This design comes from an exercise in tuning for small area, a short achievable clock period and few clock cycles per item on the open sky130 flow, not from production work.
In this exercise RTL edits were held to simulation tests only and were not proved equivalent to the original.
No activity file was given, so power comes from the tool's default toggle rates.

**design.v**
```verilog
package multi_pkg;
    localparam int CHUNK_A = 26;
    localparam int CHUNK_B = 17;
    localparam int N_A     = 3;
    localparam int N_B     = 5;
    localparam int N_PP    = 15;
    localparam int PP_W    = CHUNK_A + CHUNK_B;
    localparam int SHIFT_W = 8;
    typedef enum logic [1:0] {
        IDLE  = 2'd0,
        ISSUE = 2'd1,
        DRAIN = 2'd2,
        DONE  = 2'd3
    } state_t;
    function automatic logic [SHIFT_W-1:0] pp_shift(input logic [1:0] i, input logic [2:0] j);
        pp_shift = ({6'd0, i} * 8'd26) + ({5'd0, j} * 8'd17);
    endfunction
endpackage
module mul_26x17_pipe #(
    parameter int DSP_LAT = 3
) (
    input  logic        clk,
    input  logic        rst_n,
    input  logic [25:0] a,
    input  logic [16:0] b,
    output logic [42:0] p
);
    logic [42:0] stage_r [DSP_LAT];
    always_ff @(posedge clk) begin
        if (!rst_n) begin
            for (int i = 0; i < DSP_LAT; i++) begin
                stage_r[i] <= 43'd0;
            end
        end else begin
            stage_r[0] <= {17'd0, a} * {26'd0, b};
            for (int i = 1; i < DSP_LAT; i++) begin
                stage_r[i] <= stage_r[i-1];
            end
        end
    end
    assign p = stage_r[DSP_LAT-1];
endmodule
module multi_seq_78 #(
    parameter int RADIX   = 78,
    parameter int DSP_LAT = 3
) (
    input  logic                 clk,
    input  logic                 rst_n,
    input  logic                 in_valid,
    output logic                 in_ready,
    input  logic [RADIX-1:0]     a,
    input  logic [RADIX-1:0]     b,
    output logic                 out_valid,
    input  logic                 out_ready,
    output logic [2*RADIX-1:0]   prod,
    output logic                 busy
);
    multi_pkg::state_t                 state_r;
    logic [RADIX-1:0]       a_r;
    logic [RADIX-1:0]       b_r;
    logic [3:0]             k_r;
    logic [1:0]             i_r;
    logic [2:0]             j_r;
    logic [3:0]             acc_cnt_r;
    logic [2*RADIX-1:0]     acc_r;
    logic [2*RADIX-1:0]     prod_r;
    logic                   in_ready_r;
    logic                   out_valid_r;
    logic                   busy_r;
    logic [multi_pkg::CHUNK_A-1:0]     op_a_r;
    logic [multi_pkg::CHUNK_B-1:0]     op_b_r;
    logic                   iss_v_r;
    logic [multi_pkg::SHIFT_W-1:0]     iss_sh_r;
    logic                   tag_v_r  [DSP_LAT];
    logic [multi_pkg::SHIFT_W-1:0]     tag_sh_r [DSP_LAT];
    logic [multi_pkg::CHUNK_A-1:0]     a_chunk_s;
    logic [multi_pkg::CHUNK_B-1:0]     b_chunk_s;
    logic [multi_pkg::PP_W-1:0]        pp_s;
    logic [2*RADIX-1:0]     pp_ext_s;
    logic [2*RADIX-1:0]     acc_next_s;
    logic                   tag_v_out_s;
    logic [multi_pkg::SHIFT_W-1:0]     tag_sh_out_s;
    mul_26x17_pipe #(.DSP_LAT(DSP_LAT)) u_mul (
        .clk   (clk),
        .rst_n (rst_n),
        .a     (op_a_r),
        .b     (op_b_r),
        .p     (pp_s)
    );
    assign tag_v_out_s  = tag_v_r[DSP_LAT-1];
    assign tag_sh_out_s = tag_sh_r[DSP_LAT-1];
    always_comb begin
        a_chunk_s = {multi_pkg::CHUNK_A{1'b0}};
        b_chunk_s = {multi_pkg::CHUNK_B{1'b0}};
        case (i_r)
            2'd0:    a_chunk_s = a_r[25:0];
            2'd1:    a_chunk_s = a_r[51:26];
            2'd2:    a_chunk_s = a_r[77:52];
            default: a_chunk_s = {multi_pkg::CHUNK_A{1'b0}};
        endcase
        case (j_r)
            3'd0:    b_chunk_s = b_r[16:0];
            3'd1:    b_chunk_s = b_r[33:17];
            3'd2:    b_chunk_s = b_r[50:34];
            3'd3:    b_chunk_s = b_r[67:51];
            3'd4:    b_chunk_s = {7'd0, b_r[77:68]};
            default: b_chunk_s = {multi_pkg::CHUNK_B{1'b0}};
        endcase
        pp_ext_s = {(2*RADIX){1'b0}};
        pp_ext_s[multi_pkg::PP_W-1:0] = pp_s;
        if (tag_v_out_s) begin
            acc_next_s = acc_r + (pp_ext_s << tag_sh_out_s);
        end else begin
            acc_next_s = acc_r;
        end
    end
    always_ff @(posedge clk) begin
        if (!rst_n) begin
            for (int i = 0; i < DSP_LAT; i++) begin
                tag_v_r[i]  <= 1'b0;
                tag_sh_r[i] <= {multi_pkg::SHIFT_W{1'b0}};
            end
        end else begin
            tag_v_r[0]  <= iss_v_r;
            tag_sh_r[0] <= iss_sh_r;
            for (int i = 1; i < DSP_LAT; i++) begin
                tag_v_r[i]  <= tag_v_r[i-1];
                tag_sh_r[i] <= tag_sh_r[i-1];
            end
        end
    end
    always_ff @(posedge clk) begin
        if (!rst_n) begin
            state_r     <= multi_pkg::IDLE;
            a_r         <= {RADIX{1'b0}};
            b_r         <= {RADIX{1'b0}};
            k_r         <= 4'd0;
            i_r         <= 2'd0;
            j_r         <= 3'd0;
            acc_cnt_r   <= 4'd0;
            acc_r       <= {(2*RADIX){1'b0}};
            prod_r      <= {(2*RADIX){1'b0}};
            in_ready_r  <= 1'b0;
            out_valid_r <= 1'b0;
            busy_r      <= 1'b0;
            op_a_r      <= {multi_pkg::CHUNK_A{1'b0}};
            op_b_r      <= {multi_pkg::CHUNK_B{1'b0}};
            iss_v_r     <= 1'b0;
            iss_sh_r    <= {multi_pkg::SHIFT_W{1'b0}};
        end else begin
            iss_v_r <= 1'b0;
            case (state_r)
                multi_pkg::IDLE: begin
                    if (in_valid && in_ready_r) begin
                        a_r        <= a;
                        b_r        <= b;
                        k_r        <= 4'd0;
                        i_r        <= 2'd0;
                        j_r        <= 3'd0;
                        acc_cnt_r  <= 4'd0;
                        acc_r      <= {(2*RADIX){1'b0}};
                        in_ready_r <= 1'b0;
                        busy_r     <= 1'b1;
                        state_r    <= multi_pkg::ISSUE;
                    end else begin
                        in_ready_r <= 1'b1;
                    end
                end
                multi_pkg::ISSUE: begin
                    iss_v_r  <= 1'b1;
                    op_a_r   <= a_chunk_s;
                    op_b_r   <= b_chunk_s;
                    iss_sh_r <= multi_pkg::pp_shift(i_r, j_r);
                    if (k_r == 4'(multi_pkg::N_PP - 1)) begin
                        state_r <= multi_pkg::DRAIN;
                    end else begin
                        k_r <= k_r + 4'd1;
                        if (j_r == 3'(multi_pkg::N_B - 1)) begin
                            j_r <= 3'd0;
                            i_r <= i_r + 2'd1;
                        end else begin
                            j_r <= j_r + 3'd1;
                        end
                    end
                    if (tag_v_out_s) begin
                        acc_r     <= acc_next_s;
                        acc_cnt_r <= acc_cnt_r + 4'd1;
                    end else begin
                        acc_r <= acc_r;
                    end
                end
                multi_pkg::DRAIN: begin
                    if (tag_v_out_s) begin
                        acc_r     <= acc_next_s;
                        acc_cnt_r <= acc_cnt_r + 4'd1;
                        if (acc_cnt_r == 4'(multi_pkg::N_PP - 1)) begin
                            prod_r      <= acc_next_s;
                            out_valid_r <= 1'b1;
                            state_r     <= multi_pkg::DONE;
                        end else begin
                            state_r <= multi_pkg::DRAIN;
                        end
                    end else begin
                        state_r <= multi_pkg::DRAIN;
                    end
                end
                multi_pkg::DONE: begin
                    if (out_ready) begin
                        out_valid_r <= 1'b0;
                        busy_r      <= 1'b0;
                        in_ready_r  <= 1'b1;
                        state_r     <= multi_pkg::IDLE;
                    end else begin
                        state_r <= multi_pkg::DONE;
                    end
                end
                default: begin
                    state_r     <= multi_pkg::IDLE;
                    out_valid_r <= 1'b0;
                    busy_r      <= 1'b0;
                    in_ready_r  <= 1'b0;
                end
            endcase
        end
    end
    assign in_ready  = in_ready_r;
    assign out_valid = out_valid_r;
    assign busy      = busy_r;
    assign prod      = prod_r;
endmodule
```
**run.sh**
```bash
#!/bin/bash
# synth_recipe.tcl (not shown) runs the flow's synth.tcl, then flattens the netlist and writes it again
# the make line also repeats each setting of config.mk as NAME=value (left out here)
make -C /OpenROAD-flow-scripts/flow DESIGN_CONFIG=/design/flow/config.mk WORK_HOME=/design/flow/orfs CLKGATE_MAP_FILE= SYNTH_SCRIPT=/design/flow/synth_recipe.tcl finish
```
**config.mk**
```make
export PLATFORM = sky130hd
export DESIGN_NAME = multi_seq_78
export DESIGN_NICKNAME = multi_seq_78
export VERILOG_FILES = /design/flow/design.v
export SDC_FILE = /design/flow/constraint.sdc
export NUM_CORES = 4
export LEC_CHECK = 0
export CAP_MARGIN = 20
export CORE_MARGIN = 2
export CORE_UTILIZATION = 40
export SLEW_MARGIN = 20
```
**constraint.sdc**
```tcl
create_clock -name core_clock -period 6.8 [get_ports {clk}]
set_input_delay 1.3600 -clock core_clock [delete_from_list [all_inputs] [get_ports {clk}]]
set_output_delay 1.3600 -clock core_clock [all_outputs]
set_load 0.01 [all_outputs]
```
==> summary.txt <==
-- flip-flops by register name, summed over array words and instances (netlist names), 4 cells and up --
signal and flops:
a_r 78, acc_cnt_r 4, acc_r 156, b_r 78
iss_sh_r 8, k_r 4, op_a_r 26, op_b_r 17
prod_r 156, tag_sh_r 24, u_mul.stage_r 129
-- worst register-to-register path, delay by kind of cell (launching register included) --
kind / cells / cell delay, ns
flip-flops: 1 / 0.33
AO/OA/AOI/OAI: 11 / 1.76
AND/OR/NAND/NOR: 1 / 0.19
buffers and inverters: 6 / 0.54
multiplexers: 1 / 0.18
adder cells (fa/ha/maj): 7 / 3.36
-- layer usage --
metal | GRT usage, % | wire length, um
met1 | 37.2 | 84200
met3 | 3.29 | 9540
met5 | 0 | 13
met2 | 46.1 | 87800
met4 | 11.8 | 8130
-- cell type report --
| class | instances | area share (%) |
|---|---|---|
| inverters | 511 | 3.04 |
| flip-flops and latches | 694 | 22.0 |
| well taps | 1742 | 3.45 |
| repair buffers | 896 | 12.1 |
| clock buffers | 107 | 3.51 |
| multi-input cells | 4944 | 55.0 |
| clock inverters | 33 | 0.819 |
-- power groups by stage --
stage | registers (uW) | clock network (uW) | logic (uW)
global placement | 4420 | 0 | 1180
detailed placement | 4430 | 0 | 1190
global route | 4350 | 4830 | 1300
floorplan | 4380 | 0 | 695
finish | 4340 | 4560 | 1190
CTS | 4340 | 4670 | 1190
-- kinds of logic (layout without fill, tap and decap cells) --
kind of cell,Yosys count,count (layout),share of synthesized area [%]
xor+xnor,191,191,3.20
simple gates,2380,2380,20.5
buf+inv,949,1547,6.93
mux,118,118,3.02
compound gates,1596,1596,18.8
fa+ha+maj,659,659,21.0
flops,694,694,26.6
-- stage by stage --
step,hold WS [ns],setup TNS [ns]
final,0.414,0
after global routing,0.430,-0.0259
after CTS,0.413,0
after detailed placement,0.418,0
after global placement,0.413,0
after floorplan,0.412,0
-- layout by cell type (no fill, tap or decap), types with 92 or more instances in the layout --
| cell type | Yosys | routed |
|---|---|---|
| a21o_1 | 92 | 92 |
| a21oi_1 | 622 | 621 |
| a22oi_1 | 124 | 124 |
| and2_1 | 314 | 314 |
| buf_4 | 0 | 565 |
| clkdlybuf4s50_1 | 0 | 317 |
| dfxtp_1 | 694 | 680 |
| fa_1 | 361 | 361 |
| ha_1 | 298 | 295 |
| inv_1 | 508 | 507 |
| nand2_1 | 1175 | 1175 |
| nand4_1 | 105 | 105 |
| nor2_1 | 470 | 467 |
| o21ai_0 | 295 | 293 |
| xnor2_1 | 101 | 101 |
-- worst paths after layout --
path,to,depth (start not counted)
worst max-delay path,u_mul.stage_r[0][42],26
worst min-delay path,u_mul.stage_r[1][26],1
worst max register to register,u_mul.stage_r[0][42],26
worst min register to register,u_mul.stage_r[1][26],1
-- what timing repair did --
action,CTS,global route
resized for setup,0,17
setup endpoints to repair,0,10
hold endpoints to repair,0,0
==> results.json <==
{
  "drc_errors": 0,
  "period_minus_slack_ns": 6.53,
  "power_density_nw_per_um2": 160,
  "wl_um": 190000,
  "cts-htree-levels": 3,
  "synth_top_cell_by_area": "dfxtp_1",
  "clock_power_share_pct": 45.2,
  "syn_avg_cell_area_um2": 7.93,
  "placed_cells": 8787,
  "pwr-share-seq_pct": 43.0,
  "synth_fp_nets": 7406,
  "grt_overflow": 0,
  "cts_setup_buffers": 0,
  "critPathBufInv": 6,
  "hpwl_um": 152000,
  "end_kind": "flip-flop",
  "max_freq_ghz": 0.153,
  "r2r_setup_slack_ns": 0.27,
  "p_leak_uw": 0.0267,
  "clock-sinks": 694,
  "core_um2": 130000,
  "ys_seq_area_share_pct": 26.6,
  "ys_warn_count": 5,
  "die_w_um": 365,
  "finalInstanceArea_um2": 63300,
  "drv_cap": 0,
  "synth_cells": 6587,
  "dp_slack_ns": 0.0737,
  "post-route-period-util_pct": 96.0,
  "dieArea_um2": 134000,
  "sw_frac_of_total_pct": 27.6,
  "cts_tree": "done",
  "grt_max_degree": 137,
  "critPathLaunchType": "flip-flop",
  "power_uw": 10100,
  "numCtsBuffers": 78,
  "ys_ff_latch": 694,
  "outcome": "complete, no violations",
  "hp-start": "u_mul.stage_r[0][26]",
  "pin_count": 319,
  "crit_slowest_cell": "fa_1",
  "syn_area_um2": 52200,
  "syn2layout_area_growth_pct": 21.1,
  "clk_latency_ns": 0.70,
  "yosysTopAreaCellShare_pct": 26.6,
  "viasPerCell": 5.42,
  "antennaDiodeCount": 0,
  "ctsHoldBuffers": 0,
  "tightest_slew_ns": 1.07,
  "final_nets": 7944,
  "initial_core_util_pct": 40.3,
  "timing.rr.start": "op_b_r[2]",
  "setup_viol": 0,
  "numPortBuffers": 318,
  "synth_commonest_cells": "nand2_1 (1175), dfxtp_1 (694), a21oi_1 (622)",
  "layout-drive-gt1-share_pct": 11.6,
  "ys_async_sr_fraction_pct": 0,
  "placed_area_um2": 60500,
  "dr.pass1.iters": 8,
  "fillers": 12800,
  "slowest_delay_ns": 0.58,
  "cp.required_ns": 7.35,
  "netSwitchingPower_uw": 2780,
  "clk_pin_slew_ns": 0.06,
  "critPathMaxFanout": 11,
  "final_util_pct": 48.8,
  "maxSlewHeadroom_pct": 28.8,
  "fin_ws_ns": 0.274,
  "synth.most_common_cell": "nand2_1",
  "synth_cell_types": 93,
  "grt_pass1_vias": 47800,
  "synth_edf_count": 0,
  "seq_area_um2": 13900,
  "crit_arrival_ns": 7.08,
  "grt_pass1_wl_um": 287000,
  "post_drt_wl_per_cell_um": 21.3,
  "antenna_found_initial": 4,
  "maxSlewViolCount": 0,
  "ir_worst_vdd_mv": 0.172,
  "critPathLaunch": "op_b_r[2]",
  "crit_family": "adder cells",
  "power_frac_comb_pct": 11.8,
  "track_usage_pct": 28.0,
  "ant_nets": 0,
  "cpMostUsedCell": "fa_1",
  "fin_cells": 8927,
  "path_class": "flip-flop to flip-flop",
  "hold_viol_final": 0,
  "rows": 132,
  "dieHeight_um": 365,
  "vias": 48400,
  "cts_buffer_depth": 3,
  "synthTopCellsByArea": "dfxtp_1 (27%), fa_1 (14%), nand2_1 (8.4%), ha_1 (7.1%), a21oi_1 (6.0%)",
  "synthFlopType": "dfxtp_1",
  "drtIter0Drc": 3929,
  "p_int_uw": 7310,
  "root_buffer": "clkbuf_16",
  "rsz0062_at_grt": "true",
  "hp-class": "flip-flop to flip-flop",
  "skew_ns": 0.0253,
  "multiInputGateArea_um2": 34800,
  "gp_congestion": 0.986
}
Testbench counts, summed over its fixed seeds: cycles 33,608, items 1,600.

## what the ideal ports hide
No port has a modelled driver above. Below, the same layout with a new extraction and two added sets of constraints. Step 1: set_driving_cell puts a clkbuf_16 on clk and a buf_2 on each other input, an assumption about the parent block. Step 2 times the ports against the registers' clock, not the clock port: input delays grow and output delays shrink by t, the midpoint of the rising clock arrivals with the driver on. Slacks: ideal ports / drivers / drivers and shift; pairs: ideal ports / drivers.
t, ns: 0.766
slack for setup (ns): 0.274 / 0.274 / 0.274
worst hold slack (ns): 0.414 / 0.414 / 0.414
cell pins on the clock port's net: 1
After both steps this run still meets setup and hold. For this run, drivers alone change the setup slack by 0.000 ns; drivers and shift together by 0.000 ns.
